This design comes from an exercise in tuning for small area on the open sky130 flow, not from production work. In this exercise RTL edits were held to simulation tests only and were not proved equivalent to the original. Power is estimated from default activity; no workload was simulated.

==> flow/design.v <==
module datapath_unit (
  input  logic       i_clk,
  input  logic       i_rst,
  input  logic       i_load_ar,
  input  logic       i_load_pc,
  input  logic       i_load_dr,
  input  logic       i_load_ac,
  input  logic       i_load_ir,
  input  logic       i_load_tr,
  input  logic       i_clear_ar,
  input  logic       i_clear_pc,
  input  logic       i_clear_dr,
  input  logic       i_clear_ac,
  input  logic       i_clear_tr,
  input  logic       i_inc_ar,
  input  logic       i_inc_pc,
  input  logic       i_inc_dr,
  input  logic       i_inc_ac,
  input  logic       i_inc_tr,
  input  logic       i_seq_counter_reset,
  input  logic       i_memory_read,
  input  logic       i_memory_write,
  input  logic [2:0] i_bus_selectors,
  input  logic       i_alu_enable,
  input  logic [2:0] i_alu_mode,
  input  logic       i_prog_we,
  input  logic [7:0] i_prog_addr,
  input  logic [7:0] i_prog_data,
  output logic [7:0] o_t,
  output logic [7:0] o_ir,
  output logic [7:0] o_ac,
  output logic [7:0] o_pc,
  output logic [7:0] o_ar,
  output logic [7:0] o_dr,
  output logic       o_e,
  output logic [7:0] o_bus
);
  logic [7:0]    r_ar;
  logic [7:0]    r_pc;
  logic [7:0]    r_dr;
  logic [7:0]    r_ac;
  logic [7:0]    r_ir;
  logic [7:0]    r_tr;
  logic          r_e;
  logic [7:0]    r_t;
  logic          r_ph;
  logic [2047:0] r_mem;    
  logic [15:0] w_rlo_n, w_rhi_n;
  logic [7:0]  w_mem_raw;
  logic [7:0]  w_mem_rdata;
  always_comb begin
    for (int k = 0; k < 16; k++) begin
      w_rlo_n[k] = (r_ar[3:0] != 4'(k));
      w_rhi_n[k] = (r_ar[7:4] != 4'(k));
    end
  end
  for (genvar b = 0; b < 8; b++) begin : g_rbit
    logic [15:0] w_zero;    
    for (genvar i = 0; i < 16; i++) begin : g_grp
      logic [7:0] w_u;
      for (genvar k = 0; k < 8; k++) begin : g_pair
        dpu_o22ai u_l1 (
          .i_a1(w_rlo_n[2*k]),   .i_a2(r_mem[8*(16*i+2*k)+b]),
          .i_b1(w_rlo_n[2*k+1]), .i_b2(r_mem[8*(16*i+2*k+1)+b]),
          .o_y (w_u[k])
        );
      end
      dpu_rd_group u_l23 (.i_u(w_u), .i_hi_n(w_rhi_n[i]), .o_zero(w_zero[i]));
    end
    assign w_mem_raw[b] = ~|w_zero;
  end
  assign w_mem_rdata = w_mem_raw ^ {8{r_ph}};
  logic [7:0] w_bus;
  always_comb begin
    case (i_bus_selectors)
      3'd1:    w_bus = r_ar;
      3'd2:    w_bus = r_pc;
      3'd3:    w_bus = r_dr;
      3'd4:    w_bus = r_ac;
      3'd5:    w_bus = r_ir;
      3'd6:    w_bus = r_tr;
      3'd7:    w_bus = i_memory_read ? w_mem_rdata : 8'h00;
      default: w_bus = 8'h00;
    endcase
  end
  logic [8:0] w_sum;
  logic [7:0] w_alu_ac;
  logic       w_alu_e;
  logic       w_sub;
  assign w_sub = (i_alu_mode == 3'b001);
  assign w_sum = {1'b0, r_ac} + {1'b0, r_dr ^ {8{w_sub}}} + {8'd0, w_sub};
  always_comb begin
    w_alu_ac = r_ac;
    w_alu_e  = r_e;
    case (i_alu_mode)
      3'b000, 3'b001: begin
        w_alu_ac = w_sum[7:0];
        w_alu_e  = w_sum[8];
      end
      3'b010:  w_alu_ac = r_ac & r_dr;
      3'b011:  w_alu_ac = r_ac | r_dr;
      3'b100:  w_alu_ac = r_ac ^ r_dr;
      3'b110:  w_alu_ac = ~r_ac;
      3'b111:  w_alu_ac = r_dr;
      default: w_alu_ac = r_ac;
    endcase
  end
  always_ff @(posedge i_clk) begin
    if (i_rst) begin
      r_ar <= 8'h00;
      r_pc <= 8'h00;
      r_dr <= 8'h00;
      r_ac <= 8'h00;
      r_ir <= 8'h00;
      r_tr <= 8'h00;
      r_e  <= 1'b0;
      r_t  <= 8'h01;
    end else begin
      if (i_clear_ar)     r_ar <= 8'h00;
      else if (i_load_ar) r_ar <= w_bus;
      else if (i_inc_ar)  r_ar <= r_ar + 8'd1;
      if (i_clear_pc)     r_pc <= 8'h00;
      else if (i_load_pc) r_pc <= w_bus;
      else if (i_inc_pc)  r_pc <= r_pc + 8'd1;
      if (i_clear_dr)     r_dr <= 8'h00;
      else if (i_load_dr) r_dr <= w_bus;
      else if (i_inc_dr)  r_dr <= r_dr + 8'd1;
      if (i_clear_tr)     r_tr <= 8'h00;
      else if (i_load_tr) r_tr <= w_bus;
      else if (i_inc_tr)  r_tr <= r_tr + 8'd1;
      if (i_load_ir) r_ir <= w_bus;
      if (i_clear_ac) begin
        r_ac <= 8'h00;
      end else if (i_load_ac) begin
        r_ac <= w_bus;
      end else if (i_alu_enable) begin
        r_ac <= w_alu_ac;
        r_e  <= w_alu_e;
      end else if (i_inc_ac) begin
        r_ac <= r_ac + 8'd1;
      end
      r_t <= i_seq_counter_reset ? 8'h01 : {r_t[6:0], r_t[7]};
    end
  end
  logic [7:0]   w_waddr;
  logic [7:0]   w_wdata;
  logic         w_we;
  logic [15:0]  w_whi, w_wlo;
  logic [255:0] w_wsel;
  logic [7:0]   w_wz;
  assign w_waddr = i_rst ? i_prog_addr : r_ar;
  assign w_wdata = i_rst ? i_prog_data : w_bus;
  assign w_we    = i_rst ? i_prog_we   : i_memory_write;
  always_comb begin
    for (int k = 0; k < 16; k++) begin
      w_whi[k] = w_we && (w_waddr[7:4] == 4'(k));
      w_wlo[k] = (w_waddr[3:0] == 4'(k));
    end
  end
  logic [255:0] w_wsel_n;
  for (genvar w = 0; w < 256; w++) begin : g_wsel
    dpu_nor2  u_sel  (.i_a(~w_whi[w / 16]), .i_b(~w_wlo[w % 16]), .o_y(w_wsel[w]));
    dpu_nand2 u_nsel (.i_a(w_whi[w / 16]),  .i_b(w_wlo[w % 16]),  .o_y(w_wsel_n[w]));
  end
  assign w_wz = w_wdata ^ {8{r_ph}};
  logic [2047:0] w_mem_nxt;
  for (genvar w = 0; w < 256; w++) begin : g_word
    for (genvar b = 0; b < 8; b++) begin : g_bit
      dpu_o22ai u_nxt (
        .i_a1(r_mem[8*w+b]), .i_a2(w_wsel[w]),
        .i_b1(w_wsel_n[w]),  .i_b2(w_wz[b]),
        .o_y (w_mem_nxt[8*w+b])
      );
    end
  end
  always_ff @(posedge i_clk) begin
    r_ph <= ~r_ph;
    for (int w = 0; w < 256; w++)
      r_mem[8*w +: 8] <= w_mem_nxt[8*w +: 8];
  end
  assign o_t   = r_t;
  assign o_ir  = r_ir;
  assign o_ac  = r_ac;
  assign o_pc  = r_pc;
  assign o_ar  = r_ar;
  assign o_dr  = r_dr;
  assign o_e   = r_e;
  assign o_bus = w_bus;
endmodule
module dpu_o22ai (
  input  logic i_a1,
  input  logic i_a2,
  input  logic i_b1,
  input  logic i_b2,
  output logic o_y
);
  assign o_y = ~((i_a1 | i_a2) & (i_b1 | i_b2));
endmodule
module dpu_rd_group (
  input  logic [7:0] i_u,
  input  logic       i_hi_n,
  output logic       o_zero
);
  logic w_v0, w_v1;
  assign w_v0   = ~|i_u[3:0];
  assign w_v1   = ~|i_u[7:4];
  assign o_zero = ~((w_v0 & w_v1) | i_hi_n);
endmodule
module dpu_nor2 (
  input  logic i_a,
  input  logic i_b,
  output logic o_y
);
  assign o_y = ~(i_a | i_b);
endmodule
module dpu_nand2 (
  input  logic i_a,
  input  logic i_b,
  output logic o_y
);
  assign o_y = ~(i_a & i_b);
endmodule
==> flow/run.sh <==
#!/bin/bash
# synth_recipe.tcl (not shown) runs the flow's synth.tcl, then flattens the netlist and writes it again
# the make line also repeats each setting of config.mk as NAME=value (left out here)
make -C /OpenROAD-flow-scripts/flow DESIGN_CONFIG=/design/flow/config.mk WORK_HOME=/design/flow/orfs CLKGATE_MAP_FILE= SYNTH_SCRIPT=/design/flow/synth_recipe.tcl finish
==> flow/config.mk <==
export PLATFORM = sky130hd
export DESIGN_NAME = datapath_unit
export DESIGN_NICKNAME = datapath_unit
export VERILOG_FILES = /design/flow/design.v
export SDC_FILE = /design/flow/constraint.sdc
export NUM_CORES = 4
export LEC_CHECK = 0
export ABC_CLOCK_PERIOD_IN_PS = 8000
export CAP_MARGIN = 20
export CORE_MARGIN = 2
export CORE_UTILIZATION = 50
export SLEW_MARGIN = 20
export SYNTH_HIERARCHICAL = 1
==> flow/constraint.sdc <==
create_clock -name core_clock -period 8.0 [get_ports {i_clk}]
set_input_delay 1.6000 -clock core_clock [delete_from_list [all_inputs] [get_ports {i_clk}]]
set_output_delay 1.6000 -clock core_clock [all_outputs]
set_load 0.01 [all_outputs]
==> results of run 1 <==
-- placed cells by master (no fill, tap or decap), drive strengths merged, types with 16 or more instances in the layout --
master,n
xnor2,53
a211oi,50
ha,33
clkdlybuf4s50,100
o21ai,25
inv,66
buf,165
clkinv,54
nor2b,23
dfxtp,2106
clkbuf,315
o22ai,3075
nand3,21
nor4,288
nand2,351
nand4,21
mux2i,16
a21oi,145
nor2,328
bufinv,16
-- Yosys stat by module (local to each module, per instance) --
module | copies in the design | flip-flops and latches | area (um2)
datapath_unit | 1 | 2106 | 46800
dpu_nand2 | 256 | 0 | 3.75
dpu_nor2 | 256 | 0 | 3.75
dpu_o22ai | 3072 | 0 | 6.26
dpu_rd_group | 128 | 0 | 17.5
-- registers in the layout (all words and copies together), names as in the netlist --
signal	cells
r_ir	8
r_e	1
r_tr	8
r_mem	2048
r_ph	1
r_ac	8
r_ar	8
r_dr	8
r_t	8
r_pc	8
-- cell families after synthesis --
kind of cell,Yosys count,synth area share [%]
mux,27,0.458
buf+inv,132,0.781
simple gates,1080,7.24
xor+xnor,60,0.760
flops,2106,60.1
compound gates,3360,30.1
fa+ha+maj,34,0.617
-- how the worst min path moves through the flow --
stage	start	end	slack [ns]	depth (start not counted)
floorplan	r_mem[0]	r_mem[0]	0.42	1
global placement	r_mem[1758]	r_mem[1758]	0.43	1
detailed placement	r_mem[663]	r_mem[663]	0.44	1
CTS	r_mem[866]	r_mem[866]	0.45	1
global route	r_mem[639]	r_mem[639]	0.45	1
finish	r_mem[1496]	r_mem[1496]	0.44	1
-- metal layers --
| layer | track usage (%) | vias to the layer above |
|---|---|---|
| met5 | 0 | - |
| met4 | 18.3 | 16 |
| met3 | 9.72 | 762 |
| met2 | 53.7 | 4266 |
| met1 | 54.0 | 32800 |
| li1 | - | 29100 |
-- final cells by class --
type                       count  area (um2)
antenna                       14        35.0
clock inverter                60         768
timing repair buffer         265        2680
multi-input combinational   4565       28000
inverter                      78         293
fill                       12100       56900
tap                         1876        2350
sequential                  2106       42200
clock buffer                 315        6220
-- stage by stage --
step	utilization (%)	instances
2_1_floorplan	-	6799
3_3_place_gp	54.1	8886
3_5_place_dp	54.1	8886
4_1_cts	59.1	9261
5_1_grt	59.2	9268
6_report	59.2	9279
-- timing repair --
action | CTS | global route
pin swaps | 0 | 3
cloned | 0 | 4
endpoints found under the setup margin | 1 | 1
hold buffers | 0 | 0
gates resized for setup | 1 | 1
-- report_power, final --
part	internal, W	leakage [nW]	switching [W]	total [W]
Sequential	0.0113	19.0	0.000482	0.0118
Combinational	0.000872	7.25	0.00143	0.00230
Clock	0.00584	3.46	0.00415	0.00999
Total	0.0180	29.7	0.00606	0.0241
==> reports/metrics.csv, run 1 <==
metric;value;unit
Reg2Reg Depth;17;
Residual DRC;0;
Pins Over Slew Limit;0;
placed instance area;75400;um2
Final WS setup;-0.0136;ns
Clk Latency, worst-skew pair;0.84;ns
Synth cell types;75;
Core ar.;139000;um2
Overall Global Routing Usage;38.1;%
H-tree depth;4;
crit path kind;register to output pin;
cell taking the most area after synthesis;dfxtp_1;
Worst VDD drop;0.207;mV
antenna violations before repair;20;
crit path from;r_ar[1];
Post-synth EDFFs;0;
sequential area share after synthesis;60.1;%
Leakage;29.7;nW
row cnt;137;
wire length on met3;34200;um
Met1 Routed Length;119000;um
Reg-to-Reg End;r_mem[1355];
final hold vios;0;
num ports;102;
R2R setup slack;0.77;ns
number of global-route vias before repair;61200;
Worst Tran Pin Value;1.19;ns
first-pass GRT wire length;410000;um
PwrDens;292;nW/um2
number of CTS-inserted buffers;205;
top sig layer;met5;
buffers added on ports;101;
delay-heaviest family, CP;simple AND/OR/NAND/NOR gates;
Sink Count;2106;
critical path depth;14;
via count;66900;
routability congestion estimate;0.933;
Initial Util;50.4;%
commonest cells in the netlist;o22ai_1, dfxtp_1, nand2_1;
ys flop type;dfxtp_1;
asr flop ratio synth;0;%
syn_area_per_cell;10.3;um2
clock buffer depth;3;
nets;7300;
Rel. slew slack;20.2;%
worst flop-to-flop path startpoint;r_ar[1];
Yosys warning total;7;
Die Height;379;um
TNS Setup;-0.0136;ns
Hold Crit Class;register to register;
routed vias/inst;7.21;
Post-CTS Setup Inserts;0;
largest net degree at the start of global routing;111;
layout violations;negative setup slack;
status;finished with violations;
Hold Slack;0.442;ns
top-count cell post-synth;o22ai_1;
gr ovfl total;0;
Tcrit/Tclk final;100;%
Worst setup EP type;output pin;
Max stage delay on crit path;0.72;ns
CP endpoint;o_bus[3];
Worst setup SP type;register;
Post-DRT Antenna Nets;0;
WL/cell;30.8;um
1st-iter DRT viols;8812;
Total Routed Length;286000;um
final setup fails;1;
clock root buffer;clkbuf_16;
DP Worst Slack;0.891;ns
Arrival @ worst endpoint;6.41;ns
Post-Layout Inst Area;82500;um2
layout cells sized above 1;7.77;%
Synth top area share;60.1;%
DR WL met2;117000;um
crit-path cells;inv_1, ha_1, nand2_8, buf_4, o22ai_1, nor4_1, a21oi_1, nor4_1, buf_4, nand4_1, xnor2_1, a21oi_2, inv_1, clkdlybuf4s50_1;
Mapped Area;70200;um2
RSZ-0062 raised after global routing;false;
Slowest cell on crit path;nor4_1;
buffer and inverter count on the worst path;5;
Final Power;0.0241;W
crit path time final;8.01;ns
die area;143000;um2
Max Cap Violations;0;
FF+latch count, synth;2106;
CP max FO;68;
CTS clk-pin slew, worst paths;0.06;ns
Area contributors post-synth;dfxtp_1, o22ai_1, nor4_1;
DR pass1 iterations;6;
dpl hpwl;175000;um
cells after synthesis;6799;
CTS tree;done;
Max Clk Rate;125;MHz
Critical Path RT;6.40;ns
Die W;379;um
worst clock skew;0.0348;ns
Synth-to-Final Area Change;17.5;%
==> inputs of run 2 (changes only) <==
--- a/flow/design.v
+++ b/flow/design.v
@@ -46,14 +46,9 @@
   logic          r_ph;
   logic [2047:0] r_mem;    
   logic [15:0] w_rlo_n, w_rhi_n;
-  logic [7:0]  w_mem_raw;
   logic [7:0]  w_mem_rdata;
-  always_comb begin
-    for (int k = 0; k < 16; k++) begin
-      w_rlo_n[k] = (r_ar[3:0] != 4'(k));
-      w_rhi_n[k] = (r_ar[7:4] != 4'(k));
-    end
-  end
+  dpu_dec4_n u_rlo (.i_a(r_ar[3:0]), .i_en(1'b1), .o_y_n(w_rlo_n));
+  dpu_dec4_n u_rhi (.i_a(r_ar[7:4]), .i_en(1'b1), .o_y_n(w_rhi_n));
   for (genvar b = 0; b < 8; b++) begin : g_rbit
     logic [15:0] w_zero;    
     for (genvar i = 0; i < 16; i++) begin : g_grp
@@ -67,9 +62,8 @@
       end
       dpu_rd_group u_l23 (.i_u(w_u), .i_hi_n(w_rhi_n[i]), .o_zero(w_zero[i]));
     end
-    assign w_mem_raw[b] = ~|w_zero;
-  end
-  assign w_mem_rdata = w_mem_raw ^ {8{r_ph}};
+    dpu_rd_final u_l4 (.i_zero(w_zero), .i_ph(r_ph), .o_data(w_mem_rdata[b]));
+  end
   logic [7:0] w_bus;
   always_comb begin
     case (i_bus_selectors)
@@ -151,16 +145,15 @@
   assign w_waddr = i_rst ? i_prog_addr : r_ar;
   assign w_wdata = i_rst ? i_prog_data : w_bus;
   assign w_we    = i_rst ? i_prog_we   : i_memory_write;
-  always_comb begin
-    for (int k = 0; k < 16; k++) begin
-      w_whi[k] = w_we && (w_waddr[7:4] == 4'(k));
-      w_wlo[k] = (w_waddr[3:0] == 4'(k));
-    end
-  end
+  logic [15:0] w_whi_n, w_wlo_n;
+  dpu_dec4_n u_wlo (.i_a(w_waddr[3:0]), .i_en(1'b1), .o_y_n(w_wlo_n));
+  dpu_dec4_n u_whi (.i_a(w_waddr[7:4]), .i_en(w_we), .o_y_n(w_whi_n));
+  assign w_whi = ~w_whi_n;
+  assign w_wlo = ~w_wlo_n;
   logic [255:0] w_wsel_n;
   for (genvar w = 0; w < 256; w++) begin : g_wsel
-    dpu_nor2  u_sel  (.i_a(~w_whi[w / 16]), .i_b(~w_wlo[w % 16]), .o_y(w_wsel[w]));
-    dpu_nand2 u_nsel (.i_a(w_whi[w / 16]),  .i_b(w_wlo[w % 16]),  .o_y(w_wsel_n[w]));
+    dpu_nor2  u_sel  (.i_a(w_whi_n[w / 16]), .i_b(w_wlo_n[w % 16]), .o_y(w_wsel[w]));
+    dpu_nand2 u_nsel (.i_a(w_whi[w / 16]),   .i_b(w_wlo[w % 16]),   .o_y(w_wsel_n[w]));
   end
   assign w_wz = w_wdata ^ {8{r_ph}};
   logic [2047:0] w_mem_nxt;
@@ -174,7 +167,8 @@
     end
   end
   always_ff @(posedge i_clk) begin
-    r_ph <= ~r_ph;
+    if (r_ph) r_ph <= 1'b0;
+    else      r_ph <= 1'b1;
     for (int w = 0; w < 256; w++)
       r_mem[8*w +: 8] <= w_mem_nxt[8*w +: 8];
   end
@@ -206,6 +200,22 @@
   assign w_v1   = ~|i_u[7:4];
   assign o_zero = ~((w_v0 & w_v1) | i_hi_n);
 endmodule
+module dpu_rd_final (
+  input  logic [15:0] i_zero,
+  input  logic        i_ph,
+  output logic        o_data
+);
+  assign o_data = ~|i_zero ^ i_ph;
+endmodule
+module dpu_dec4_n (
+  input  logic [3:0]  i_a,
+  input  logic        i_en,
+  output logic [15:0] o_y_n
+);
+  always_comb begin
+    for (int k = 0; k < 16; k++) o_y_n[k] = ~(i_en && (i_a == 4'(k)));
+  end
+endmodule
 module dpu_nor2 (
   input  logic i_a,
   input  logic i_b,
==> flow/flow/run.sh (new file) <==
#!/bin/bash
set -euo pipefail
bash standard.sh \
  "CTS_ARGS=-sink_clustering_enable -repair_clock_nets -dont_use_dummy_load -buf_list sky130_fd_sc_hd__clkbuf_4" \
  "BUFFER_PORTS_ARGS=-buffer_cell sky130_fd_sc_hd__buf_2" \
  REMOVE_ABC_BUFFERS=1 \
  finish > standard.log 2>&1
==> flow/standard.sh (new file) <==
#!/bin/bash
# synth_recipe.tcl (not shown) runs the flow's synth.tcl, then flattens the netlist and writes it again
# the make line also repeats each setting of config.mk as NAME=value (left out here)
make -C /OpenROAD-flow-scripts/flow DESIGN_CONFIG=/design/flow/config.mk WORK_HOME=/design/flow/orfs CLKGATE_MAP_FILE= SYNTH_SCRIPT=/design/flow/synth_recipe.tcl "${@:-finish}"
--- a/flow/config.mk
+++ b/flow/config.mk
@@ -9,5 +9,6 @@
 export CAP_MARGIN = 20
 export CORE_MARGIN = 2
 export CORE_UTILIZATION = 50
+export SETUP_SLACK_MARGIN = 0.2
 export SLEW_MARGIN = 20
 export SYNTH_HIERARCHICAL = 1
removed: flow/run.sh
==> run 2 against run 1 <==
The run now finishes clean. Power shrank 17%. Global-route usage grew 1.0 points. Wire length grew 1.9%. Fmax grew 2.9%. Critical endpoint is now o_bus[6]. Clock power shrank 29%. Sequential share of layout area grew 1.6 points.
==> reports/metrics.csv, run 2 <==
metric;value;unit;change
status;timing/DRC/antenna clean;;was finished with violations
first-pass GRT wire length;421000;um;was 410,000 um
worst flop-to-flop path startpoint;r_ar[0];;was r_ar[1]
Tcrit/Tclk final;97.3;%;was 100%
Hold Buf Count CTS;0;;unchanged
clock root buffer;clkbuf_4;;was clkbuf_16
Synth top area share;60.1;%;about the same
commonest cells in the netlist;o22ai_1, dfxtp_1, nand2_1;;unchanged
number of global-route vias before repair;64500;;was 61.2k
Reg-to-Reg End;r_mem[1911];;was r_mem[1355]
cells after synthesis;6774;;was 6,799
cell taking the most area after synthesis;dfxtp_1;;unchanged
Post-synth EDFFs;0;;unchanged
Mapped Area;70200;um2;about the same
row cnt;137;;unchanged
TNS Setup;0;ns;was -0.0136 ns
Die W;379;um;about the same
top-count cell post-synth;o22ai_1;;unchanged
Worst setup SP type;register;;unchanged
1st-iter DRT viols;8327;;was 8,812
R2R setup slack;1.54;ns;was 0.77 ns
Core ar.;139000;um2;unchanged
Layout Cells excl Fill;9526;;was 9,279
DR pass1 iterations;7;;was 6
Total Routed Length;291000;um;was 286,000 um
max reg flops;2048;;unchanged
sequential area share after synthesis;60.1;%;about the same
PwrDens;251;nW/um2;was 292 nW/um2
Biggest register;r_mem;;unchanged
Worst VDD drop;0.141;mV;was 0.207 mV
Residual DRC;0;;unchanged
number of CTS-inserted buffers;562;;was 205
Pins Over Slew Limit;0;;unchanged
multi-input logic area;28100;um2;was 28,000 um2
Worst Tran Pin Value;1.25;ns;was 1.19 ns
crit path time final;7.78;ns;was 8.01 ns
Synth cell types;72;;was 75
asr flop ratio synth;0;%;unchanged
Reg2Reg Depth;18;;was 17
Synth-to-Final Area Change;13.8;%;was 17.5%
placed instance area;75200;um2;was 75,400 um2
Post-DRT Antenna Nets;0;;unchanged
Critical Path RT;6.40;ns;about the same
WL/cell;30.6;um;was 30.8 um
ys flop type;dfxtp_1;;unchanged
dpl hpwl;180000;um;was 175,000 um
Clk Latency, worst-skew pair;1.34;ns;was 0.84 ns
Hold Crit Start;r_mem[858];;was r_mem[1496]
hold worst-path end;r_mem[858];;was r_mem[1496]
routed vias/inst;7.22;;was 7.21
via count;68800;;was 66.9k
Die Height;379;um;about the same
syn_area_per_cell;10.4;um2;was 10.3 um2
Yosys warning total;8;;was 7
CTS tree;done;;unchanged
final hold vios;0;;unchanged
antenna violations before repair;13;;was 20
Overall Global Routing Usage;39.1;%;was 38.1%
num ports;102;;unchanged
H-tree depth;6;;was 4
Arrival @ worst endpoint;6.18;ns;was 6.41 ns
Max Cap Violations;0;;unchanged
Leakage;29.5;nW;was 29.7 nW
final setup fails;0;;was 1
Initial Util;50.4;%;about the same
clock buffer depth;4;;was 3
buffers added on ports;101;;unchanged
Post-Layout Inst Area;79900;um2;was 82,500 um2
Sink Count;2106;;unchanged
Max Clk Rate;128;MHz;was 125 MHz
routability congestion estimate;0.980;;was 0.933
Worst setup EP type;output pin;;unchanged
layout cells sized above 1;13.3;%;was 7.77%
commonest non-fill, non-tap cells in the layout;o22ai_1, dfxtp_1, clkbuf_4;;was o22ai_1, dfxtp_1, nor2_1
die area;143000;um2;about the same
CTS clk-pin slew, worst paths;0.06;ns;about the same
crit path kind;register to output pin;;unchanged
FF+latch count, synth;2106;;unchanged
leading cell type in the layout, fill and taps excluded;o22ai_1;;unchanged
Hold Slack;0.441;ns;was 0.442 ns
CP max FO;26;;was 68
Hold Crit Class;register to register;;unchanged
nets;7710;;was 7,300
Final Power;0.0201;W;was 0.0241 W
Cells after DPL;8925;;was 8,886
Area contributors post-synth;dfxtp_1, o22ai_1, nor4_1;;unchanged
Fill cells;12500;;was 12.1k
largest net degree at the start of global routing;99;;was 111
WHS Path Cells;1;;unchanged
RSZ-0062 raised after global routing;false;;unchanged
Rel. slew slack;16.7;%;was 20.2%
Seq. cell area;42200;um2;about the same
worst clock skew;0.108;ns;was 0.0348 ns
gr ovfl total;0;;unchanged
[run 2: changes by cell type after synthesis, sizes merged, moves of 10 or more]
cell / delta
nand2: -15
clkbuf: -12
nor2b: -12
and2b: +11
mux2: +11
xnor2: -11
nand3: +10
[run 2: how the worst max path moves through the flow]
stage | slack [ns] | from | to
after floorplan | -7.73 | r_ar[2] | r_mem[1006]
after global placement | 0.72 | r_ar[1] | o_bus[6]
after detailed placement | 0.71 | r_ar[3] | o_bus[6]
after CTS | 0.23 | r_ar[0] | o_bus[6]
after global routing | 0.18 | r_ar[0] | o_bus[6]
final | 0.22 | r_ar[0] | o_bus[6]
[run 2: layout make-up]
cell class | instances | area share, %
sequential | 2106 | 52.8
multi-input combinational | 4575 | 35.2
clock buffer | 562 | 5.28
timing repair buffer | 317 | 3.42
tap | 1876 | 2.94
inverter | 72 | 0.341
antenna | 18 | 0.0564
[run 2: Yosys stat by module (local to each module, per instance)]
module	times used	cell area (um2)
datapath_unit	1	45900
dpu_dec4_n	4	123
dpu_rd_final	8	46.3
dpu_rd_group	128	17.5
dpu_o22ai	3072	6.26
dpu_nand2	256	3.75
dpu_nor2	256	3.75
[run 2: cells by family (layout without fill, tap and decap cells)]
family                   count (synthesis)  count (layout)  share of synthesized area [%]
AO/OA/AOI/OAI                         3346            3346                           29.8
flip-flops                            2106            2106                           60.1
AND/OR/NAND/NOR                       1089            1094                           7.56
buffers and inverters                  109             951                          0.697
XOR/XNOR                                57              57                          0.711
multiplexers                            35              35                          0.556
adder cells (fa/ha/maj)                 31              31                          0.563
other                                    1              30                        0.00534
[run 2: critical path, stage by stage, from the launching register on]
cell and delay [ns]:
dfxtp_2 0.47, and3b_2 0.45, nand2_8 0.35, buf_4 0.36
o22ai_1 0.14, nor4_1 0.49, a21oi_2 0.26, nor4_4 0.38
buf_4 0.19, nand4_1 0.26, xnor2_1 0.24, and2_1 0.18
mux4_2 0.49, o21ai_4 0.34, inv_1 0.08, buf_2 0.15
[run 2: what timing repair did]
item                       4_1_cts  5_1_grt
pin swaps                        7        0
resized for setup               33        8
cloned                           5        0
setup buffers                   16        0
setup endpoints to repair        8        3
hold endpoints to repair         0        0
[run 2: through the flow]
step	setup slack (ns)	utilization, %
finish	0.216	57.3
global route	0.177	57.3
CTS	0.233	57.3
detailed placement	0.706	54.0
global placement	0.722	54.0
floorplan	-7.73	-
[run 2: routing by layer]
layer / wire length [um] / vias to the layer above / GRT usage, %
met4: 19000 / 6 / 25.1
li1: - / 29900 / -
met5: 41 / - / 0
met1: 115000 / 33300 / 50.4
met2: 124000 / 4535 / 56.9
met3: 33300 / 969 / 11.7
[run 2: where the power goes]
group | switching [W] | internal, W
combinational | 0.00113 | 0.000614
sequential | 0.000295 | 0.0110
clock | 0.00385 | 0.00320
total | 0.00527 | 0.0148
==> inputs of run 3 (changes only) <==
==> flow/run.sh (new file) <==
#!/bin/bash
# synth_recipe.tcl (not shown) runs the flow's synth.tcl, then flattens the netlist and writes it again
# the make line also repeats each setting of config.mk as NAME=value (left out here)
make -C /OpenROAD-flow-scripts/flow DESIGN_CONFIG=/design/flow/config.mk WORK_HOME=/design/flow/orfs CLKGATE_MAP_FILE= SYNTH_SCRIPT=/design/flow/synth_recipe.tcl finish
--- a/flow/config.mk
+++ b/flow/config.mk
@@ -9,6 +9,7 @@
 export CAP_MARGIN = 20
 export CORE_MARGIN = 2
 export CORE_UTILIZATION = 50
+export CTS_BUF_LIST = sky130_fd_sc_hd__clkbuf_8
 export SETUP_SLACK_MARGIN = 0.2
 export SLEW_MARGIN = 20
 export SYNTH_HIERARCHICAL = 1
removed: flow/flow/run.sh
removed: flow/standard.sh
==> run 3 against run 2 <==
Still clean on timing, DRC and antenna. Worst setup slack worse by 0.070 ns. Global-route usage down 0.81 points. Final area up 3.7%. Sequential share of layout area down 1.9 points. Critical endpoint unchanged.
==> reports/metrics.csv, run 3 <==
metric;value;unit;change
Pins Over Slew Limit;0;;unchanged
Max stage delay on crit path;0.66;ns;was 0.49 ns
number of global-route vias before repair;62300;;was 64.5k
Initial Util;50.4;%;unchanged
routability congestion estimate;0.933;;was 0.980
buffers added on ports;101;;unchanged
TNS Setup;0;ns;unchanged
Biggest register;r_mem;;unchanged
Fill cells;12100;;was 12.5k
Yosys warning total;8;;unchanged
CTS tree;done;;unchanged
final hold vios;0;;unchanged
Hold Buf Count CTS;0;;unchanged
final setup fails;0;;unchanged
Mapped Area;70200;um2;unchanged
Synth top area share;60.1;%;unchanged
crit path time final;7.85;ns;was 7.78 ns
Post-DRT Antenna Nets;0;;unchanged
clock buffer depth;4;;unchanged
status;timing/DRC/antenna clean;;unchanged
sequential area share after synthesis;60.1;%;unchanged
Worst setup EP type;output pin;;unchanged
CP max FO;37;;was 26
die area;143000;um2;unchanged
row cnt;137;;unchanged
multi-input logic area;28300;um2;was 28,100 um2
largest net degree at the start of global routing;125;;was 99
Overall Global Routing Usage;38.3;%;was 39.1%
RSZ-0062 raised after global routing;true;;was false
placed instance area;75700;um2;was 75,200 um2
Worst VDD drop;0.158;mV;was 0.141 mV
Compound-Gate Fraction of Synth Area;29.8;%;unchanged
number of CTS-inserted buffers;345;;was 562
Synth Area in Simple Gates;7.56;%;unchanged
cells after synthesis;6774;;unchanged
Rel. slew slack;13.3;%;was 16.7%
Final WS setup;0.146;ns;was 0.216 ns
first-pass GRT wire length;414000;um;was 421,000 um
Max Clk Rate;127;MHz;was 128 MHz
Critical Path RT;6.40;ns;about the same
via count;67300;;was 68.8k
asr flop ratio synth;0;%;unchanged
Adder-Cell Fraction of Synth Area;0.563;%;unchanged
cell taking the most area after synthesis;dfxtp_1;;unchanged
antenna violations before repair;6;;was 13
Tcrit/Tclk final;98.2;%;was 97.3%
crit path kind;register to output pin;;unchanged
routed vias/inst;7.06;;was 7.22
Area contributors post-synth;dfxtp_1, o22ai_1, nor4_1;;unchanged
crit-path cells;and2b_2, nand2_4, buf_12, o22ai_1, nor4_1, a21oi_1, nor4_4, buf_4, nand4_1, xnor2_1, and2_1, mux4_2, o21ai_4, inv_1, clkdlybuf4s50_1;;was and3b_2, nand2_8, buf_4, o22ai_1, nor4_1, a21oi_2, nor4_4, buf_4, nand4_1, xnor2_1, and2_1, mux4_2, o21ai_4, inv_1, buf_2
DR pass1 iterations;6;;was 7
Core ar.;139000;um2;unchanged
Arrival @ worst endpoint;6.25;ns;was 6.18 ns
dpl hpwl;176000;um;was 180,000 um
Synth cell types;72;;unchanged
Residual DRC;0;;unchanged
Clk Latency, worst-skew pair;1.05;ns;was 1.34 ns
mux share of post-synthesis cell area;0.556;%;unchanged
syn_area_per_cell;10.4;um2;unchanged
Sink Count;2106;;unchanged
H-tree depth;5;;was 6
Seq. cell area;42200;um2;unchanged
nets;7477;;was 7,710
Hold Crit Class;register to register;;unchanged
PwrDens;269;nW/um2;was 251 nW/um2
Worst Tran Pin Value;1.30;ns;was 1.25 ns
layout cells sized above 1;10.8;%;was 13.3%
combinational family with the most area after synthesis;compound AO/OA/AOI/OAI gates;;unchanged
gr ovfl total;0;;unchanged
clock root buffer;clkbuf_8;;was clkbuf_4
Max Cap Violations;0;;unchanged
Die Height;379;um;unchanged
XOR/XNOR share of the synthesized area;0.711;%;unchanged
max reg flops;2048;;unchanged
commonest non-fill, non-tap cells in the layout;o22ai_1, dfxtp_1, clkbuf_8;;was o22ai_1, dfxtp_1, clkbuf_4
FF+latch count, synth;2106;;unchanged
1st-iter DRT viols;7597;;was 8,327
Post-Layout Inst Area;82900;um2;was 79,900 um2
worst clock skew;0.0669;ns;was 0.108 ns
leading cell type in the layout, fill and taps excluded;o22ai_1;;unchanged
Total Routed Length;286000;um;was 291,000 um
buffer and inverter count on the worst path;4;;unchanged
ys flop type;dfxtp_1;;unchanged
CTS clk-pin slew, worst paths;0.06;ns;about the same
delay-heaviest family, CP;simple AND/OR/NAND/NOR gates;;unchanged
Worst setup SP type;register;;unchanged
Die W;379;um;unchanged
num ports;102;;unchanged
top-count cell post-synth;o22ai_1;;unchanged
DP Worst Slack;0.320;ns;was 0.706 ns
Slowest cell on crit path;dfxtp_4;;was nor4_1
Synth-to-Final Area Change;18.1;%;was 13.8%
WL/cell;30.1;um;was 30.6 um
commonest cells in the netlist;o22ai_1, dfxtp_1, nand2_1;;unchanged
Final Power;0.0223;W;was 0.0201 W
Leakage;30.7;nW;was 29.5 nW
Post-synth EDFFs;0;;unchanged
run 3: what timing repair did:
action | CTS | global route
endpoints found under the setup margin | 8 | 8
pin swaps | 6 | 1
cloned | 5 | 1
setup buffers | 6 | 0
resized for setup | 39 | 15
run 3: layout make-up:
type / count / area share (%)
sequential: 2106 / 50.9
multi-input combinational: 4576 / 34.1
clock buffer: 440 / 7.30
timing repair buffer: 300 / 3.70
tap: 1876 / 2.83
clock inverter: 149 / 0.874
inverter: 72 / 0.326
antenna: 5 / 0.0151
run 3: where the power goes:
group / total, W / internal, W / leakage (nW) / switching [W]
clock network: 0.00927 / 0.00503 / 3.93 / 0.00424
logic: 0.00176 / 0.000641 / 7.65 / 0.00112
registers: 0.0113 / 0.0110 / 19.1 / 0.000297
total: 0.0223 / 0.0167 / 30.7 / 0.00566
run 3: metrics by stage:
stage	cells	hold slack, ns	util (%)
2_1_floorplan	6785	0.422	-
3_3_place_gp	8918	0.429	54.3
3_5_place_dp	8918	0.437	54.3
4_1_cts	9518	0.445	59.4
5_1_grt	9520	0.451	59.5
6_report	9524	0.443	59.5
run 3: kinds of logic (layout without fill, tap and decap cells):
logic type      count (synthesis)  count (layout)
buf+inv                       109             961
simple gates                 1089            1095
fa+ha+maj                      31              31
xor+xnor                       57              57
other cells                     1              17
compound gates               3346            3346
flops                        2106            2106
mux                            35              35
run 3: worst register-to-register path, stage by stage (launching register included):
cell,delay (ns)
dfxtp_4,0.66
and2b_2,0.42
nand2_4,0.39
buf_12,0.28
o22ai_1,0.22
nor4_1,0.60
a21oi_1,0.22
nor4_4,0.47
buf_4,0.23
nand4_1,0.14
xnor2_1,0.23
and2_1,0.21
mux4_2,0.49
o21ai_4,0.16
buf_4,0.21
mux2i_1,0.17
xnor2_4,0.46
buf_12,0.45
o22ai_1,0.32
run 3: final timing paths:
check	endpoint	cells past startpoint	start	slack [ns]
min reg2reg	r_mem[670]	1	r_mem[670]	0.44
min	r_mem[670]	1	r_mem[670]	0.44
max	o_bus[6]	15	r_ar[3]	0.15
max reg2reg	r_mem[582]	18	r_ar[3]	1.55
run 3: modules after synthesis, one instance, submodules excluded:
module	copies in the design	area, um2	flip-flops and latches	cells
datapath_unit	1	45900	2106	2666
dpu_dec4_n	4	123	0	23
dpu_nand2	256	3.75	0	1
dpu_nor2	256	3.75	0	1
dpu_o22ai	3072	6.26	0	1
dpu_rd_final	8	46.3	0	6
dpu_rd_group	128	17.5	0	3
run 3: metal layers:
layer	vias up	GRT usage, %	routed length (um)
met1	32800	52.1	117000
met2	4036	55.4	121000
met5	-	0	41
met4	6	21.0	16900
li1	29600	-	-
met3	837	9.83	31900
==> inputs of run 4 (changes only) <==
--- a/flow/config.mk
+++ b/flow/config.mk
@@ -9,7 +9,7 @@
 export CAP_MARGIN = 20
 export CORE_MARGIN = 2
 export CORE_UTILIZATION = 50
-export CTS_BUF_LIST = sky130_fd_sc_hd__clkbuf_8
+export CTS_BUF_LIST = sky130_fd_sc_hd__clkbuf_4
 export SETUP_SLACK_MARGIN = 0.2
 export SLEW_MARGIN = 20
 export SYNTH_HIERARCHICAL = 1
==> run 4 against run 3 <==
Power shrank 1.4%. Still clean. Area after synthesis unchanged. Critical endpoint is now o_bus[3]. Clock-buffer cell count is 342 higher. Cell count increased by 3.2%. Wire length rose by 1.6%.
==> reports/metrics.csv, run 4 <==
metric;value;unit;change
status;timing/DRC/antenna clean;;unchanged
Residual DRC;0;;unchanged
Initial Util;50.4;%;unchanged
routed vias/inst;7.01;;was 7.06
Fill cells;12300;;was 12.1k
Core ar.;139000;um2;unchanged
Synth top area share;60.1;%;unchanged
met2 Track Usage GR;56.4;%;was 55.4%
via count;68900;;was 67.3k
commonest cells in the netlist;o22ai_1, dfxtp_1, nand2_1;;unchanged
number of global-route vias before repair;64600;;was 62.3k
Max stage delay on crit path;0.65;ns;was 0.66 ns
Slowest cell on crit path;nor4_1;;was dfxtp_4
Die W;379;um;unchanged
Tcrit/Tclk final;98.0;%;was 98.2%
largest net degree at the start of global routing;125;;unchanged
buffer and inverter count on the worst path;3;;was 4
grt met1 use;52.2;%;was 52.1%
antenna violations before repair;7;;was 6
Hold Buf Count CTS;0;;unchanged
Biggest register;r_mem;;unchanged
layout cells sized above 1;14.9;%;was 10.8%
cells after synthesis;6774;;unchanged
Total Routed Length;291000;um;was 286,000 um
gr ovfl total;0;;unchanged
delay-heaviest family, CP;simple AND/OR/NAND/NOR gates;;unchanged
final setup fails;0;;unchanged
clock buffer depth;4;;unchanged
1st-iter DRT viols;8006;;was 7,597
Die Height;379;um;unchanged
Area contributors post-synth;dfxtp_1, o22ai_1, nor4_1;;unchanged
Yosys warning total;8;;unchanged
Critical Path RT;6.40;ns;about the same
Worst Tran Pin Value;1.31;ns;was 1.30 ns
cell taking the most area after synthesis;dfxtp_1;;unchanged
ys flop type;dfxtp_1;;unchanged
worst clock skew;0.106;ns;was 0.0669 ns
CP max FO;24;;was 37
number of CTS-inserted buffers;555;;was 345
Max Cap Violations;0;;unchanged
crit path kind;register to output pin;;unchanged
Post-DRT Antenna Nets;0;;unchanged
H-tree depth;6;;was 5
num ports;102;;unchanged
Final Power;0.0220;W;was 0.0223 W
Hold Crit Class;register to register;;unchanged
DR pass1 iterations;6;;unchanged
Worst setup SP type;register;;unchanged
Arrival @ worst endpoint;6.24;ns;was 6.25 ns
GRT busiest layer;met2;;unchanged
first-pass GRT wire length;419000;um;was 414,000 um
syn_area_per_cell;10.4;um2;unchanged
Overall Global Routing Usage;38.9;%;was 38.3%
nets;7697;;was 7,477
leading cell type in the layout, fill and taps excluded;o22ai_1;;unchanged
Worst VDD drop;0.152;mV;was 0.158 mV
TNS Setup;0;ns;unchanged
Synth-to-Final Area Change;18.0;%;was 18.1%
CTS clk-pin slew, worst paths;0.06;ns;about the same
final hold vios;0;;unchanged
CTS tree;done;;unchanged
met3 Track Usage GR;10.2;%;was 9.83%
sequential area share after synthesis;60.1;%;unchanged
Sink Count;2106;;unchanged
top-count cell post-synth;o22ai_1;;unchanged
Rel. slew slack;12.1;%;was 13.3%
Pins Over Slew Limit;0;;unchanged
PwrDens;266;nW/um2;was 269 nW/um2
row cnt;137;;unchanged
buffers added on ports;101;;unchanged
RSZ-0062 raised after global routing;true;;unchanged
Worst setup EP type;output pin;;unchanged
FF+latch count, synth;2106;;unchanged
Clk Latency, worst-skew pair;1.34;ns;was 1.05 ns
Synth cell types;72;;unchanged
WL/cell;29.6;um;was 30.1 um
Leakage;30.8;nW;was 30.7 nW
max reg flops;2048;;unchanged
clock root buffer;clkbuf_4;;was clkbuf_8
dpl hpwl;176000;um;unchanged
Mapped Area;70200;um2;unchanged
crit-path cells;and2b_2, nand2_8, buf_4, o22ai_1, nor4_1, a21oi_1, nor4_2, nand4_1, xnor2_1, nand3_1, a221o_2, inv_2, clkdlybuf4s50_1;;was and2b_2, nand2_4, buf_12, o22ai_1, nor4_1, a21oi_1, nor4_4, buf_4, nand4_1, xnor2_1, and2_1, mux4_2, o21ai_4, inv_1, clkdlybuf4s50_1
routability congestion estimate;0.933;;unchanged
crit path time final;7.84;ns;was 7.85 ns
commonest non-fill, non-tap cells in the layout;o22ai_1, dfxtp_1, clkbuf_4;;was o22ai_1, dfxtp_1, clkbuf_8
die area;143000;um2;unchanged
Post-synth EDFFs;0;;unchanged
Max Clk Rate;128;MHz;was 127 MHz
asr flop ratio synth;0;%;unchanged
==> run 4: cell count changes in the layout (fill, tap and decap cells not counted), moves of 6 or more <==
cell and change:
clkbuf_4 +782, clkbuf_8 -440, inv_1 -109, clkinv_1 +66, clkinv_2 -24, inv_2 +12, nor4_1 -10, nor4_2 +6
==> run 4: cell type report <==
| class | count | area [um2] | area share (%) |
|---|---|---|---|
| Antenna cell | 10 | 25.0 | 0.0302 |
| Clock buffer | 782 | 5870 | 7.09 |
| Clock inverter | 95 | 562 | 0.678 |
| Inverter | 72 | 270 | 0.326 |
| Multi-Input combinational cell | 4583 | 28500 | 34.4 |
| Sequential cell | 2106 | 42200 | 50.9 |
| Tap cell | 1876 | 2350 | 2.83 |
| Timing Repair Buffer | 303 | 3130 | 3.78 |
==> run 4: logic make-up (layout without fill, tap and decap cells) <==
| family | Yosys count | after routing | synth area share [%] |
|---|---|---|---|
| DFF | 2106 | 2106 | 60.1 |
| AOI/OAI and AO/OA | 3346 | 3346 | 29.8 |
| other | 1 | 22 | 0.00534 |
| muxes | 35 | 35 | 0.556 |
| adders and majority gates | 31 | 31 | 0.563 |
| xor gates and xnor gates | 57 | 57 | 0.711 |
| and+or+nand+nor | 1089 | 1102 | 7.56 |
| buffers and inverters | 109 | 1252 | 0.697 |
==> run 4: path summary, 6_finish.rpt <==
kind               from          to  slack [ns]  cells after the start
max             r_ar[1]    o_bus[3]        0.16                     13
min          r_mem[975]  r_mem[975]        0.44                      1
max reg2reg     r_ar[1]  r_mem[599]        1.76                     17
min reg2reg  r_mem[975]  r_mem[975]        0.44                      1
==> run 4: Yosys stat by module, one instance, submodules excluded <==
module	flops+latches	cells
datapath_unit	2106	2666
dpu_dec4_n	0	23
dpu_rd_final	0	6
dpu_rd_group	0	3
dpu_o22ai	0	1
dpu_nand2	0	1
dpu_nor2	0	1
==> run 4: per-layer routing <==
| metal | wire, um | up-vias | part of all wire, % |
|---|---|---|---|
| met2 | 124000 | 4345 | 43 |
| met1 | 118000 | 33400 | 40 |
| met3 | 32800 | 861 | 11 |
| li1 | - | 30200 | - |
| met5 | 13 | - | 0.0045 |
| met4 | 16600 | 2 | 5.7 |
==> run 4: worst register-to-register path: cells and delay by family, from the launching register on <==
family	cells	cell delay, ns
flops	1	0.44
simple gates	5	2.03
xor+xnor	2	0.57
buf+inv	5	1.62
mux	1	0.38
compound gates	4	1.01
==> run 4: where the power goes <==
part	switching (W)	internal (W)	leakage, nW	total [W]
Combinational	0.00114	0.000647	7.77	0.00179
Sequential	0.000295	0.0110	19.1	0.0113
Clock	0.00427	0.00468	3.88	0.00895
Total	0.00571	0.0163	30.8	0.0220
==> run 4: what timing repair did <==
action                     in CTS  in global routing
setup buffers                   9                  0
pin swaps                       9                  4
resized for setup              67                 17
setup endpoints to repair       8                  8
gates cloned                   10                  3
==> run 4: stage by stage <==
step,setup slack (ns),hold slack (ns),instances,utilization (%),area (um2)
after detailed placement,0.320,0.437,8918,54.3,75700
after floorplan,0.372,0.422,6785,-,70500
final,0.163,0.440,9827,59.5,82900
after CTS,0.152,0.445,9814,59.3,82700
after global routing,0.139,0.452,9824,59.5,82900
after global placement,0.383,0.429,8918,54.3,75700
==> inputs of run 5 (changes only) <==
--- a/flow/design.v
+++ b/flow/design.v
@@ -99,29 +99,28 @@
       default: w_alu_ac = r_ac;
     endcase
   end
+  logic [7:0] w_ar_nxt, w_pc_nxt, w_dr_nxt, w_tr_nxt;
+  dpu_reg8 u_ar (.i_q(r_ar), .i_bus(w_bus), .i_kill(i_rst | i_clear_ar), .i_load(i_load_ar),
+                 .i_inc(i_inc_ar), .o_d(w_ar_nxt));
+  dpu_reg8 u_pc (.i_q(r_pc), .i_bus(w_bus), .i_kill(i_rst | i_clear_pc), .i_load(i_load_pc),
+                 .i_inc(i_inc_pc), .o_d(w_pc_nxt));
+  dpu_reg8 u_dr (.i_q(r_dr), .i_bus(w_bus), .i_kill(i_rst | i_clear_dr), .i_load(i_load_dr),
+                 .i_inc(i_inc_dr), .o_d(w_dr_nxt));
+  dpu_reg8 u_tr (.i_q(r_tr), .i_bus(w_bus), .i_kill(i_rst | i_clear_tr), .i_load(i_load_tr),
+                 .i_inc(i_inc_tr), .o_d(w_tr_nxt));
+  always_ff @(posedge i_clk) begin
+    r_ar <= w_ar_nxt;
+    r_pc <= w_pc_nxt;
+    r_dr <= w_dr_nxt;
+    r_tr <= w_tr_nxt;
+  end
   always_ff @(posedge i_clk) begin
     if (i_rst) begin
-      r_ar <= 8'h00;
-      r_pc <= 8'h00;
-      r_dr <= 8'h00;
       r_ac <= 8'h00;
       r_ir <= 8'h00;
-      r_tr <= 8'h00;
       r_e  <= 1'b0;
       r_t  <= 8'h01;
     end else begin
-      if (i_clear_ar)     r_ar <= 8'h00;
-      else if (i_load_ar) r_ar <= w_bus;
-      else if (i_inc_ar)  r_ar <= r_ar + 8'd1;
-      if (i_clear_pc)     r_pc <= 8'h00;
-      else if (i_load_pc) r_pc <= w_bus;
-      else if (i_inc_pc)  r_pc <= r_pc + 8'd1;
-      if (i_clear_dr)     r_dr <= 8'h00;
-      else if (i_load_dr) r_dr <= w_bus;
-      else if (i_inc_dr)  r_dr <= r_dr + 8'd1;
-      if (i_clear_tr)     r_tr <= 8'h00;
-      else if (i_load_tr) r_tr <= w_bus;
-      else if (i_inc_tr)  r_tr <= r_tr + 8'd1;
       if (i_load_ir) r_ir <= w_bus;
       if (i_clear_ac) begin
         r_ac <= 8'h00;
@@ -216,6 +215,24 @@
     for (int k = 0; k < 16; k++) o_y_n[k] = ~(i_en && (i_a == 4'(k)));
   end
 endmodule
+module dpu_reg8 (
+  input  logic [7:0] i_q,
+  input  logic [7:0] i_bus,
+  input  logic       i_kill,
+  input  logic       i_load,
+  input  logic       i_inc,
+  output logic [7:0] o_d
+);
+  logic [7:0] w_carry;
+  logic       w_take_bus, w_take_inc;
+  assign w_take_bus = i_load & ~i_kill;
+  assign w_take_inc = ~i_load & ~i_kill;
+  assign w_carry[0] = i_inc;
+  for (genvar k = 1; k < 8; k++) begin : g_carry
+    assign w_carry[k] = w_carry[k-1] & i_q[k-1];
+  end
+  assign o_d = ({8{w_take_bus}} & i_bus) | ({8{w_take_inc}} & (i_q ^ w_carry));
+endmodule
 module dpu_nor2 (
   input  logic i_a,
   input  logic i_b,
==> flow/flow/run.sh (new file) <==
#!/bin/bash
# The standard layout (standard.sh) with three changes:
#  - clock tree synthesis without dummy loads, clkbuf_16 only, larger sink clusters
#  - every port still gets a buffer, but a plain buf_2
#  - ABC's buffers are removed at floorplan; the resizer re-buffers what needs it
# All of ORFS's output goes to standard.log here and to ORFS's own logs under orfs/logs.
set -euo pipefail
bash standard.sh \
  "CTS_ARGS=-sink_clustering_enable -repair_clock_nets -dont_use_dummy_load -buf_list sky130_fd_sc_hd__clkbuf_16 -root_buf sky130_fd_sc_hd__clkbuf_16 -tree_buf sky130_fd_sc_hd__clkbuf_16 -sink_clustering_size 26 -sink_clustering_max_diameter 130" \
  "BUFFER_PORTS_ARGS=-buffer_cell sky130_fd_sc_hd__buf_2" \
  REMOVE_ABC_BUFFERS=1 \
  finish > standard.log 2>&1
==> flow/standard.sh (new file) <==
#!/bin/bash
# synth_recipe.tcl (not shown) runs the flow's synth.tcl, then flattens the netlist and writes it again
# the make line also repeats each setting of config.mk as NAME=value (left out here)
make -C /OpenROAD-flow-scripts/flow DESIGN_CONFIG=/design/flow/config.mk WORK_HOME=/design/flow/orfs CLKGATE_MAP_FILE= SYNTH_SCRIPT=/design/flow/synth_recipe.tcl "${@:-finish}"
--- a/flow/config.mk
+++ b/flow/config.mk
@@ -9,7 +9,6 @@
 export CAP_MARGIN = 20
 export CORE_MARGIN = 2
 export CORE_UTILIZATION = 50
-export CTS_BUF_LIST = sky130_fd_sc_hd__clkbuf_4
 export SETUP_SLACK_MARGIN = 0.2
 export SLEW_MARGIN = 20
 export SYNTH_HIERARCHICAL = 1
removed: flow/run.sh
==> run 5 against run 4 <==
Sequential power barely moved. Utilization fell by 4.1 points. Register-to-register slack got worse by 0.80 ns. Hold slack improved by 0.0075 ns. Sequential share of layout area rose by 3.7 points. Final area fell by 6.8%. Combinational power fell by about 10%. Global-route usage fell by 2.1 points. Clock power fell by 41%. Still clean. Wire length fell by 6.2%. Area after synthesis fell by 0.20%.
==> reports/metrics.csv, run 5 <==
metric;value;unit;change
number of CTS-inserted buffers;90;;was 555
max reg flops;2048;;unchanged
Overall Global Routing Usage;36.8;%;was 38.9%
Fill cells;12400;;was 12.3k
Leakage;28.1;nW;was 30.8 nW
mux share of post-synthesis cell area;1.01;%;was 0.556%
utilization after layout;55.4;%;was 59.5%
number of global-route vias before repair;59400;;was 64.6k
Die Height;378;um;was 379 um
Area contributors post-synth;dfxtp_1, o22ai_1, nor4_1;;unchanged
Worst Tran Pin Value;1.21;ns;was 1.31 ns
Synth-to-Final Area Change;10.2;%;was 18.0%
Critical Path RT;6.40;ns;about the same
Max Clk Rate;130;MHz;was 128 MHz
gr ovfl total;0;;unchanged
Pins Over Slew Limit;0;;unchanged
R2R setup slack;0.96;ns;was 1.76 ns
routability congestion estimate;0.928;;was 0.933
crit path time final;7.68;ns;was 7.84 ns
sequential area share after synthesis;60.2;%;was 60.1%
Initial Util;50.3;%;was 50.4%
antenna violations before repair;15;;was 7
Core ar.;139000;um2;unchanged
Synth cell types;67;;was 72
Hold Slack;0.448;ns;was 0.440 ns
ys flop type;dfxtp_1;;unchanged
clock buffer depth;3;;was 4
combinational share of power;8.9;%;was 8.1%
layout cells sized above 1;6.70;%;was 14.9%
Post-DRT Antenna Nets;0;;unchanged
worst clock skew;0.0753;ns;was 0.106 ns
largest net degree at the start of global routing;110;;was 125
leading cell type in the layout, fill and taps excluded;o22ai_1;;unchanged
FF+latch count, synth;2106;;unchanged
crit path kind;register to output pin;;unchanged
Net Sw Power;0.00458;W;was 0.00571 W
WL/cell;30.6;um;was 29.6 um
Synth Area in Simple Gates;7.30;%;was 7.56%
buffer and inverter count on the worst path;3;;unchanged
Synth top area share;60.2;%;was 60.1%
Reg2Reg Depth;18;;was 17
top-count cell post-synth;o22ai_1;;unchanged
commonest non-fill, non-tap cells in the layout;o22ai_1, dfxtp_1, nor2_1;;was o22ai_1, dfxtp_1, clkbuf_4
PwrDens;236;nW/um2;was 266 nW/um2
final hold vios;0;;unchanged
sw frac;25.2;%;was 25.9%
Biggest register;r_mem;;unchanged
Worst setup EP type;output pin;;unchanged
Hold Crit Class;register to register;;unchanged
Adder-Cell Fraction of Synth Area;0.993;%;was 0.563%
Slowest cell on crit path;nor4_2;;was nor4_1
Compound-Gate Fraction of Synth Area;29.5;%;was 29.8%
P_int;0.0136;W;was 0.0163 W
crit-path cells;nor2_1, nand2_4, buf_4, o22ai_1, nor4_1, a21oi_1, nor4_2, nand4_1, xnor2_1, nand2_1, o21a_1, inv_1, buf_2;;was and2b_2, nand2_8, buf_4, o22ai_1, nor4_1, a21oi_1, nor4_2, nand4_1, xnor2_1, nand3_1, a221o_2, inv_2, clkdlybuf4s50_1
CP max FO;41;;was 24
via count;64600;;was 68.9k
placed instance area;74900;um2;was 75,700 um2
Yosys warning total;8;;unchanged
Final Power;0.0182;W;was 0.0220 W
combinational family with the most area after synthesis;compound AO/OA/AOI/OAI gates;;unchanged
RSZ-0062 raised after global routing;false;;was true
first-pass GRT wire length;398000;um;was 419,000 um
XOR/XNOR share of the synthesized area;0.425;%;was 0.711%
Seq. cell area;42200;um2;about the same
Post-synth EDFFs;0;;unchanged
cells after synthesis;6716;;was 6,774
Tcrit/Tclk final;96.0;%;was 98.0%
1st-iter DRT viols;8153;;was 8,006
Worst setup SP type;register;;unchanged
Mapped Area;70100;um2;was 70,200 um2
Max Cap Violations;0;;unchanged
delay-heaviest family, CP;simple AND/OR/NAND/NOR gates;;unchanged
status;timing/DRC/antenna clean;;unchanged
row cnt;137;;unchanged
Worst VDD drop;0.175;mV;was 0.152 mV
Arrival @ worst endpoint;6.08;ns;was 6.24 ns
die area;143000;um2;about the same
Post-Layout Inst Area;77200;um2;was 82,900 um2
Residual DRC;0;;unchanged
CTS clk-pin slew, worst paths;0.11;ns;was 0.06 ns
final setup fails;0;;unchanged
critical path depth;13;;unchanged
Clk Latency, worst-skew pair;0.77;ns;was 1.34 ns
buffers added on ports;101;;unchanged
Die W;378;um;was 379 um
syn_area_per_cell;10.4;um2;about the same
part of the power in registers;62.1;%;was 51.2%
Max stage delay on crit path;0.79;ns;was 0.65 ns
nets;7151;;was 7,697
H-tree depth;3;;was 6
cell taking the most area after synthesis;dfxtp_1;;unchanged
clock share of power;29.0;%;was 40.6%
Total Routed Length;273000;um;was 291,000 um
Sink Count;2106;;unchanged
clock root buffer;clkbuf_16;;was clkbuf_4
WHS Path Cells;1;;unchanged
routed vias/inst;7.24;;was 7.01
dpl hpwl;171000;um;was 176,000 um
CTS tree;done;;unchanged
Hold Buf Count CTS;0;;unchanged
TNS Setup;0;ns;unchanged
commonest cells in the netlist;o22ai_1, dfxtp_1, nand2_1;;unchanged
multi-input logic area;27800;um2;was 28,500 um2
num ports;102;;unchanged
DR pass1 iterations;5;;was 6
Rel. slew slack;19.5;%;was 12.1%
asr flop ratio synth;0;%;unchanged
[run 5: kinds of logic after synthesis]
kind of cell,Yosys count
fa+ha+maj,55
compound gates,3306
simple gates,1045
buf+inv,102
mux,67
xor+xnor,34
other cells,1
flops,2106
[run 5: routing by layer]
layer,part of all wire [%],global-route usage (%),up-vias
met2,43,54.4,3680
met5,0.014,0,-
li1,-,-,28500
met4,6.1,20.2,6
met3,9.6,7.69,733
met1,41,50.1,31700
[run 5: what timing repair did]
item	in CTS	in global routing
buffers inserted	0	0
endpoints found under the setup margin	0	3
gates resized for setup	0	4
[run 5: path summary, 6_finish.rpt]
kind               start          end
max              r_ar[3]     o_bus[1]
min reg2reg  r_mem[1017]  r_mem[1017]
min          r_mem[1017]  r_mem[1017]
max reg2reg      r_ar[3]   r_mem[754]
[run 5: through the flow]
step                      cells  setup slack (ns)
final                      8934             0.317
after global routing       8929             0.247
after CTS                  8925             0.257
after detailed placement   8835              1.06
after global placement     8835             0.943
after floorplan            6693             -7.66
[run 5: modules after synthesis, one instance, submodules excluded]
| module | cell area [um2] | times used |
|---|---|---|
| dpu_nor2 | 3.75 | 256 |
| dpu_o22ai | 6.26 | 3072 |
| dpu_nand2 | 3.75 | 256 |
| datapath_unit | 44900 | 1 |
| dpu_reg8 | 238 | 4 |
| dpu_rd_group | 17.5 | 128 |
| dpu_dec4_n | 123 | 4 |
| dpu_rd_final | 46.3 | 8 |
[run 5: power by group through the flow]
stage | Combinational, W | Clock [W] | Sequential, W
after detailed placement | 0.00156 | 0 | 0.0115
after CTS | 0.00156 | 0.00532 | 0.0113
after floorplan | 0.000962 | 0 | 0.0115
after global routing | 0.00167 | 0.00564 | 0.0114
after global placement | 0.00153 | 0 | 0.0115
final | 0.00161 | 0.00527 | 0.0113
[run 5: layout make-up]
type | count | area share [%]
sequential | 2106 | 54.6
multi-input combinational | 4519 | 36.0
tap | 1876 | 3.04
timing repair buffer | 266 | 3.02
clock buffer | 90 | 2.92
inverter | 68 | 0.331
antenna | 9 | 0.0292
==> inputs of run 6 (changes only) <==
--- a/flow/design.v
+++ b/flow/design.v
@@ -138,9 +138,8 @@
   logic [7:0]   w_waddr;
   logic [7:0]   w_wdata;
   logic         w_we;
-  logic [15:0]  w_whi, w_wlo;
+  logic [15:0]  w_whi;
   logic [255:0] w_wsel;
-  logic [7:0]   w_wz;
   assign w_waddr = i_rst ? i_prog_addr : r_ar;
   assign w_wdata = i_rst ? i_prog_data : w_bus;
   assign w_we    = i_rst ? i_prog_we   : i_memory_write;
@@ -148,21 +147,25 @@
   dpu_dec4_n u_wlo (.i_a(w_waddr[3:0]), .i_en(1'b1), .o_y_n(w_wlo_n));
   dpu_dec4_n u_whi (.i_a(w_waddr[7:4]), .i_en(w_we), .o_y_n(w_whi_n));
   assign w_whi = ~w_whi_n;
-  assign w_wlo = ~w_wlo_n;
-  logic [255:0] w_wsel_n;
   for (genvar w = 0; w < 256; w++) begin : g_wsel
-    dpu_nor2  u_sel  (.i_a(w_whi_n[w / 16]), .i_b(w_wlo_n[w % 16]), .o_y(w_wsel[w]));
-    dpu_nand2 u_nsel (.i_a(w_whi[w / 16]),   .i_b(w_wlo[w % 16]),   .o_y(w_wsel_n[w]));
-  end
-  assign w_wz = w_wdata ^ {8{r_ph}};
+    dpu_nor2 u_sel (.i_a(w_whi_n[w / 16]), .i_b(w_wlo_n[w % 16]), .o_y(w_wsel[w]));
+  end
+  logic [7:0] w_wz_n;
+  assign w_wz_n = ~(w_wdata ^ {8{r_ph}});
   logic [2047:0] w_mem_nxt;
-  for (genvar w = 0; w < 256; w++) begin : g_word
-    for (genvar b = 0; b < 8; b++) begin : g_bit
-      dpu_o22ai u_nxt (
-        .i_a1(r_mem[8*w+b]), .i_a2(w_wsel[w]),
-        .i_b1(w_wsel_n[w]),  .i_b2(w_wz[b]),
-        .o_y (w_mem_nxt[8*w+b])
-      );
+  for (genvar i = 0; i < 16; i++) begin : g_row
+    logic [7:0] w_rz;
+    for (genvar b = 0; b < 8; b++) begin : g_rz
+      dpu_nand2 u_rz (.i_a(w_whi[i]), .i_b(w_wz_n[b]), .o_y(w_rz[b]));
+    end
+    for (genvar j = 0; j < 16; j++) begin : g_word
+      for (genvar b = 0; b < 8; b++) begin : g_bit
+        dpu_o22ai u_nxt (
+          .i_a1(r_mem[8*(16*i+j)+b]), .i_a2(w_wsel[16*i+j]),
+          .i_b1(w_wlo_n[j]),          .i_b2(w_rz[b]),
+          .o_y (w_mem_nxt[8*(16*i+j)+b])
+        );
+      end
     end
   end
   always_ff @(posedge i_clk) begin
--- a/flow/config.mk
+++ b/flow/config.mk
@@ -6,9 +6,9 @@
 export NUM_CORES = 4
 export LEC_CHECK = 0
 export ABC_CLOCK_PERIOD_IN_PS = 8000
-export CAP_MARGIN = 20
+export CAP_MARGIN = 10
 export CORE_MARGIN = 2
-export CORE_UTILIZATION = 50
+export CORE_UTILIZATION = 70
 export SETUP_SLACK_MARGIN = 0.2
-export SLEW_MARGIN = 20
+export SLEW_MARGIN = 10
 export SYNTH_HIERARCHICAL = 1
==> run 6 against run 5 <==
Sequential share of layout area increased by 0.95 points. Final area decreased by 1.7%. Flip-flop and latch count unchanged. Wire length decreased by 9.8%. Utilization increased by 22 points. Critical endpoint is now o_bus[7].
==> reports/metrics.csv, run 6 <==
metric;value;unit;change
RSZ-0062 raised after global routing;false;;unchanged
Initial Util;70.6;%;was 50.3%
Post-DRT Antenna Nets;0;;unchanged
H-tree depth;3;;unchanged
Fill cells;6866;;was 12.4k
commonest non-fill, non-tap cells in the layout;o22ai_1, dfxtp_1, nor2_1;;unchanged
final hold vios;0;;unchanged
1st-iter DRT viols;10500;;was 8,153
DR pass1 iterations;8;;was 5
largest net degree at the start of global routing;109;;was 110
Worst VDD drop;0.211;mV;was 0.175 mV
dpl hpwl;154000;um;was 171,000 um
Arrival @ worst endpoint;6.10;ns;was 6.08 ns
Reg-to-Reg End;r_mem[1631];;was r_mem[754]
Synth top area share;60.7;%;was 60.2%
Synth cell types;66;;was 67
nets;7004;;was 7,151
Worst Tran Pin Value;1.17;ns;was 1.21 ns
Post-CTS Setup Inserts;0;;unchanged
number of CTS-inserted buffers;90;;unchanged
Die W;319;um;was 378 um
Overall Global Routing Usage;46.1;%;was 36.8%
Max Clk Rate;130;MHz;about the same
Tcrit/Tclk final;96.3;%;was 96.0%
routed vias/inst;8.02;;was 7.24
FF+latch count, synth;2106;;unchanged
Hold Buf Count CTS;0;;unchanged
Mapped Area;69500;um2;was 70,100 um2
first-pass GRT wire length;367000;um;was 398,000 um
worst clock skew;0.0443;ns;was 0.0753 ns
CP endpoint;o_bus[7];;was o_bus[1]
Residual DRC;0;;unchanged
Clk Latency, worst-skew pair;0.74;ns;was 0.77 ns
Pins Over Slew Limit;0;;unchanged
Final Power;0.0176;W;was 0.0182 W
final setup fails;0;;unchanged
cells after synthesis;6563;;was 6,716
gr ovfl total;0;;unchanged
Biggest register;r_mem;;unchanged
utilization after layout;77.1;%;was 55.4%
buffers added on ports;101;;unchanged
die area;102000;um2;was 143,000 um2
asr flop ratio synth;0;%;unchanged
CTS clk-pin slew, worst paths;0.10;ns;was 0.11 ns
clock root buffer;clkbuf_16;;unchanged
antenna violations before repair;4;;was 15
Worst setup EP type;output pin;;unchanged
Rel. slew slack;21.9;%;was 19.5%
num ports;102;;unchanged
status;timing/DRC/antenna clean;;unchanged
Critical Path RT;6.40;ns;about the same
Post-synth EDFFs;0;;unchanged
sequential area share after synthesis;60.7;%;was 60.2%
Worst setup SP type;register;;unchanged
cell taking the most area after synthesis;dfxtp_1;;unchanged
Max Cap Violations;0;;unchanged
clock buffer depth;3;;unchanged
PwrDens;232;nW/um2;was 236 nW/um2
Yosys warning total;8;;unchanged
max reg flops;2048;;unchanged
Die Height;319;um;was 378 um
ys flop type;dfxtp_1;;unchanged
crit path kind;register to output pin;;unchanged
crit path from;r_ar[0];;was r_ar[3]
TNS Setup;0;ns;unchanged
CP max FO;63;;was 41
Synth-to-Final Area Change;9.24;%;was 10.2%
leading cell type in the layout, fill and taps excluded;o22ai_1;;unchanged
top-count cell post-synth;o22ai_1;;unchanged
Total Routed Length;246000;um;was 273,000 um
Cells after DPL;8099;;was 8,835
run 6: worst min-delay path by stage:
| stage | from | to | cells past startpoint |
|---|---|---|---|
| after CTS | r_mem[977] | r_mem[977] | 1 |
| after detailed placement | r_t[7] | r_t[0] | 1 |
| final | r_mem[2043] | r_mem[2043] | 1 |
| after global placement | r_t[7] | r_t[0] | 1 |
| after floorplan | r_mem[0] | r_mem[0] | 1 |
| after global routing | r_mem[826] | r_mem[826] | 1 |
run 6: layout make-up:
type / count / area, um2 / area share (%)
Timing Repair Buffer: 267 / 2270 / 3.00
Antenna cell: 3 / 7.51 / 0.00989
Clock buffer: 90 / 2250 / 2.97
Sequential cell: 2106 / 42200 / 55.6
Multi-Input combinational cell: 4389 / 27400 / 36.1
Tap cell: 1287 / 1610 / 2.12
Inverter: 50 / 188 / 0.247
run 6: critical path, stage by stage (launching register included):
cell and delay (ns):
dfxtp_1 0.57, and3b_1 0.37, nand3_4 0.38, buf_12 0.45
buf_4 0.31, o22ai_1 0.11, nor4_1 0.34, a21oi_1 0.15
nor4_2 0.81, nand4_1 0.39, xnor2_1 0.29, nand3_1 0.14
a221oi_2 0.76, buf_2 0.28
run 6: routing by layer:
metal	global-route usage [%]	vias up	part of all wire, %
li1	-	28000	-
met1	59.5	31400	36
met2	68.5	5102	42
met3	13.8	1126	14
met4	27.7	2	7.0
met5	0	-	0.0069
run 6: kinds of logic after synthesis:
group / after synthesis / synth area share [%]
AOI/OAI and AO/OA: 3304 / 29.7
DFF: 2106 / 60.7
and+or+nand+nor: 918 / 6.64
buffers and inverters: 79 / 0.492
muxes: 67 / 1.05
adders and majority gates: 55 / 1.00
xor gates and xnor gates: 33 / 0.416
other: 1 / 0.00540
run 6: modules after synthesis (local to each module, per instance):
module | flip-flops and latches | cell area [um2] | copies in the design | cells inside
dpu_reg8 | 0 | 238 | 4 | 27
dpu_dec4_n | 0 | 123 | 4 | 23
dpu_o22ai | 0 | 6.26 | 3072 | 1
datapath_unit | 2106 | 44700 | 1 | 2475
dpu_rd_group | 0 | 17.5 | 128 | 3
dpu_nor2 | 0 | 3.75 | 256 | 1
dpu_rd_final | 0 | 46.3 | 8 | 6
dpu_nand2 | 0 | 3.75 | 128 | 1
run 6: repair_timing:
action	in CTS	in global routing
endpoints found under the setup margin	1	164
resized for setup	1	7
pin swaps	0	0
run 6: through the flow:
| step | setup WS [ns] | area [um2] |
|---|---|---|
| floorplan | 0.707 | 69300 |
| global placement | 0.610 | 73600 |
| detailed placement | 0.536 | 73600 |
| CTS | 0.207 | 75800 |
| global route | 0.359 | 75900 |
| finish | 0.299 | 75900 |
run 6: report_power, final:
| part | internal (W) | switching, W |
|---|---|---|
| registers | 0.0110 | 0.000271 |
| clock network | 0.00202 | 0.00316 |
| logic | 0.000475 | 0.000723 |
| total | 0.0135 | 0.00416 |

Check on run 6: ideal ports give 0.299 ns setup slack; a clkbuf_16 on the clock port and buf_2 on the inputs give 0.225 ns; moving port delays by the midpoint clock arrival (0.787 ns) as well gives 0.370 ns.
